Background: an optimization exercise with open tools, aiming at small area. Do not read the settings as production practice. Function was checked by simulation only, so behaviour that the tests miss may differ from the original. Power figures rest on the tool's default switching activity, not on a simulated workload.

==> run a <==
Design id_stage, start of the top module:
module id_stage (
  input  logic        clk,
  input  logic        rst,
  input  logic [31:0] instr_in,
  input  logic [31:0] pc_plus4_in,
  input  logic        if_valid,
  input  logic        stall,
  input  logic        flush,
  input  logic        wb_we,
  input  logic [4:0]  wb_addr,
  input  logic [31:0] wb_data,
  output logic        id_valid,
  output logic [31:0] rs_data,
  output logic [31:0] rt_data,
  output logic [31:0] imm_ext,
  output logic [1:0]  pc_src,
  output logic [31:0] br_target,
  output logic [31:0] j_target,
  output logic        reg_write,
  output logic        mem_read,
  output logic        mem_write,
  output logic        alu_src,
  output logic [2:0]  alu_op,
  output logic [4:0]  dest_reg,
  output logic [31:0] link_data,
  output logic        illegal
);
  logic [31:0] instr_q, instr_d;
  logic [31:0] pc4_q, pc4_d;
  logic        valid_q, valid_d;
  logic        illegal_q, illegal_d;
  logic [31:0] regs_q [1:31];
  logic [31:1] wr_q;
  logic [31:1] we;
  logic [31:1] sel_rs, sel_rt;
  logic [5:0]  op, fn;
  logic [4:0]  rs_addr, rt_addr, rd_addr;
  logic [31:0] sext;
  logic        legal, live;
  logic        rw_c, mr_c, mw_c, as_c, link_c;
  logic [1:0]  pcs_c;
  logic [2:0]  aop_c;
  logic [4:0]  dst_c;
  assign op      = instr_q[31:26];
  assign fn      = instr_q[5:0];
  assign rs_addr = instr_q[25:21];
  assign rt_addr = instr_q[20:16];
  assign rd_addr = instr_q[15:11];
  assign sext    = {{16{instr_q[15]}}, instr_q[15:0]};
  logic ld, ld_n, hold;
  assign ld   = ~flush & ~stall;
  assign ld_n = ~ld;
  assign hold = ~flush & stall;
  ...
clock: 8.0 ns
lec_check: 0
cap_margin: 20
core_margin: 2
core_utilization: 62
slew_margin: 20
synth_hierarchical: 1
standard.sh (not shown) runs the stock make flow with config.mk's settings and CLKGATE_MAP_FILE= SYNTH_SCRIPT=/design/flow/synth_recipe.tcl, a recipe that flattens the netlist after the stock synthesis.
==> flow/flow/run.sh <==
#!/bin/bash
# Standard ORFS layout, with smaller port buffers and a leaner clock tree.
set -o pipefail
export BUFFER_PORTS_ARGS="-buffer_cell sky130_fd_sc_hd__buf_1"
export CTS_ARGS="-sink_clustering_enable -repair_clock_nets -dont_use_dummy_load -sink_clustering_size 16 -sink_clustering_max_diameter 60 -buf_list {sky130_fd_sc_hd__clkbuf_8}"
bash standard.sh finish > standard.log 2>&1
==> run b (differences from run a) <==
==> flow/design.v (replaced) <==
module id_stage (
  input  logic        clk,
  input  logic        rst,
  input  logic [31:0] instr_in,
  input  logic [31:0] pc_plus4_in,
  input  logic        if_valid,
  input  logic        stall,
  input  logic        flush,
  input  logic        wb_we,
  input  logic [4:0]  wb_addr,
  input  logic [31:0] wb_data,
  output logic        id_valid,
  output logic [31:0] rs_data,
  output logic [31:0] rt_data,
  output logic [31:0] imm_ext,
  output logic [1:0]  pc_src,
  output logic [31:0] br_target,
  output logic [31:0] j_target,
  output logic        reg_write,
  output logic        mem_read,
  output logic        mem_write,
  output logic        alu_src,
  output logic [2:0]  alu_op,
  output logic [4:0]  dest_reg,
  output logic [31:0] link_data,
  output logic        illegal
);
  logic [31:0] instr_q, instr_d;
  logic [31:0] pc4_q, pc4_d;
  logic        valid_q, valid_d;
  logic        illegal_q, illegal_d;
  logic [31:0] regs_q [1:31];
  logic [31:1] wr_q;
  logic [31:1] we;
  logic [31:1] sel_rs, sel_rt;
  logic [5:0]  op, fn;
  logic [4:0]  rs_addr, rt_addr, rd_addr;
  logic [31:0] sext;
  logic        legal, live;
  logic        rw_c, mr_c, mw_c, as_c, link_c;
  logic [1:0]  pcs_c;
  logic [2:0]  aop_c;
  logic [4:0]  dst_c;
  assign op      = instr_q[31:26];
  assign fn      = instr_q[5:0];
  assign rs_addr = instr_q[25:21];
  assign rt_addr = instr_q[20:16];
  assign rd_addr = instr_q[15:11];
  assign sext    = {{16{instr_q[15]}}, instr_q[15:0]};
  always_comb begin
    instr_d = instr_q;
    pc4_d   = pc4_q;
    valid_d = valid_q;
    if (flush) begin
      instr_d = '0;
      valid_d = 1'b0;
    end else if (!stall) begin
      instr_d = instr_in;
      pc4_d   = pc_plus4_in;
      valid_d = if_valid;
    end
  end
  assign illegal_d = illegal_q | (valid_q & ~legal);
  always_ff @(posedge clk or negedge rst) begin
    if (!rst) begin
      instr_q   <= '0;
      pc4_q     <= '0;
      valid_q   <= 1'b0;
      illegal_q <= 1'b0;
      wr_q      <= '0;
    end else begin
      instr_q   <= instr_d;
      pc4_q     <= pc4_d;
      valid_q   <= valid_d;
      illegal_q <= illegal_d;
      wr_q      <= wr_q | we;
    end
  end
  always_comb
    for (int k = 1; k < 32; k++) we[k] = wb_we && (wb_addr == k[4:0]);
  always_ff @(posedge clk)
    for (int k = 1; k < 32; k++)
      if (we[k]) regs_q[k] <= wb_data;
  always_comb begin
    legal  = 1'b0;
    rw_c   = 1'b0;
    mr_c   = 1'b0;
    mw_c   = 1'b0;
    as_c   = 1'b0;
    link_c = 1'b0;
    pcs_c  = 2'd0;
    aop_c  = 3'd0;
    dst_c  = 5'd0;
    case (op)
      6'h00: begin
        case (fn)
          6'h21: begin legal = 1'b1; rw_c = 1'b1; dst_c = rd_addr; end
          6'h23: begin legal = 1'b1; rw_c = 1'b1; dst_c = rd_addr; aop_c = 3'd1; end
          6'h08: begin legal = 1'b1; pcs_c = 2'd3; end
          6'h00: legal = (instr_q == 32'h0);
          default: legal = 1'b0;
        endcase
      end
      6'h0d: begin legal = 1'b1; rw_c = 1'b1; as_c = 1'b1; aop_c = 3'd2; dst_c = rt_addr; end
      6'h0f: begin legal = 1'b1; rw_c = 1'b1; as_c = 1'b1; aop_c = 3'd3; dst_c = rt_addr; end
      6'h23: begin legal = 1'b1; rw_c = 1'b1; mr_c = 1'b1; as_c = 1'b1; dst_c = rt_addr; end
      6'h2b: begin legal = 1'b1; mw_c = 1'b1; as_c = 1'b1; end
      6'h04: begin legal = 1'b1; pcs_c = 2'd1; aop_c = 3'd1; end
      6'h02: begin legal = 1'b1; pcs_c = 2'd2; end
      6'h03: begin legal = 1'b1; pcs_c = 2'd2; rw_c = 1'b1; dst_c = 5'd31; link_c = 1'b1; end
      default: legal = 1'b0;
    endcase
  end
  assign live = valid_q & legal;
  assign id_valid  = valid_q;
  assign illegal   = illegal_q;
  assign reg_write = live & rw_c;
  assign mem_read  = live & mr_c;
  assign mem_write = live & mw_c;
  assign alu_src   = live & as_c;
  assign pc_src    = live ? pcs_c : 2'd0;
  assign alu_op    = live ? aop_c : 3'd0;
  assign dest_reg  = live ? dst_c : 5'd0;
  assign link_data = (live & link_c) ? pc4_q : 32'h0;
  assign imm_ext   = (op == 6'h0d) ? {16'h0, instr_q[15:0]} :
                     (op == 6'h0f) ? {instr_q[15:0], 16'h0} : sext;
  assign br_target = pc4_q + (sext << 2);
  assign j_target  = {pc4_q[31:28], instr_q[25:0], 2'b00};
  always_comb begin
    rs_data = '0;
    rt_data = '0;
    for (int k = 1; k < 32; k++) begin
      sel_rs[k] = wr_q[k] && (rs_addr == k[4:0]);
      sel_rt[k] = wr_q[k] && (rt_addr == k[4:0]);
      rs_data = rs_data | ({32{sel_rs[k]}} & regs_q[k]);
      rt_data = rt_data | ({32{sel_rt[k]}} & regs_q[k]);
    end
  end
endmodule
==> flow/run.sh (new file) <==
#!/bin/bash
# synth_recipe.tcl (not shown) runs the flow's synth.tcl, then flattens the netlist and writes it again
# the make line also repeats each setting of config.mk as NAME=value (left out here)
make -C /OpenROAD-flow-scripts/flow DESIGN_CONFIG=/design/flow/config.mk WORK_HOME=/design/flow/orfs CLKGATE_MAP_FILE= SYNTH_SCRIPT=/design/flow/synth_recipe.tcl finish
==> flow/config.mk (replaced) <==
export PLATFORM = sky130hd
export DESIGN_NAME = id_stage
export DESIGN_NICKNAME = id_stage
export VERILOG_FILES = /design/flow/design.v
export SDC_FILE = /design/flow/constraint.sdc
export NUM_CORES = 4
export LEC_CHECK = 0
export CAP_MARGIN = 20
export CORE_MARGIN = 2
export CORE_UTILIZATION = 40
export SLEW_MARGIN = 20
removed: flow/flow/run.sh
removed: flow/standard.sh
==> qor summary <==
| metric | run a | run b |
|---|---|---|
| Portion of total power attributed to the clock network | 22.8% | 41.9% |
| Critical Path End | br_target[26] | rt_data[29] |
| Number of enable-type register cells in the synthesized netlist | 0 | 992 |
| Top-count cell post-synth | a22o_1 | edfxtp_1 |
| X dimension of the die | 268 um | 348 um |
| Peak supply drop | 190 uV | 184 uV |
| Overall Global Routing Usage | 53.3% | 35.3% |
| Worst-Skew Late Latency | 0.69 ns | 0.75 ns |
| Met2 layer usage reported by global route | 72.7% | 50.6% |
| Multi-input combinational cell area | 20300 um2 | 13900 um2 |
| Portion of netlist area occupied by mux cells | 0.290% | 1.48% |
| Reg2Reg Launch Point | instr_q[16] | instr_q[29] |
| Fraction of layout instances using a drive strength above 1 | 6.68% | 12.4% |
| Power Internal | 8260 uW | 10000 uW |
| Worst path bufs/invs | 5 | 2 |
| Status | timing/DRC/antenna clean | timing/DRC/antenna clean |
| Startpoint of the tightest hold check path | wr_q[29] | illegal_q |
| Total clock network power | 2680 uW | 5490 uW |
| GRT met1 Usage | 65.2% | 44.7% |
| Count of clock buffers in the final design | 81 | 135 |
| Critical Path Fanout Max | 10 | 20 |
| Layout inverter count without the clock tree | 65 | 16 |
| Multi-input logic portion of the cell area | 42.7% | 24.8% |

## re-timing with driven ports
Ports are ideal in the flow. The routed layouts listed here were re-timed in OpenROAD.
Step 1 sets driving cells, clkbuf_16 on the clock port and buf_2 on the other inputs (assumed; they add their load-dependent delay and slew).
Step 2 moves the port delays by t, midway between the first and last clock arrival at a register: inputs arrive t later, outputs are due t later. That takes back most of the time a late clock gives input paths.
Three values: ideal, step 1, step 2; two values: the first two.
run	t (ns)	setup slack, ns	hold slack, ns	worst setup path at the end	latest minus earliest clock arrival (ns)
run a	0.743	0.861 / 0.805 / 1.547	0.488 / 0.488 / 0.488	register to output	0.110 / 0.111
run b	0.808	1.580 / 1.504 / 2.313	0.468 / 0.468 / 0.468	register to output	0.044 / 0.043
After both steps every run listed still meets setup and hold.
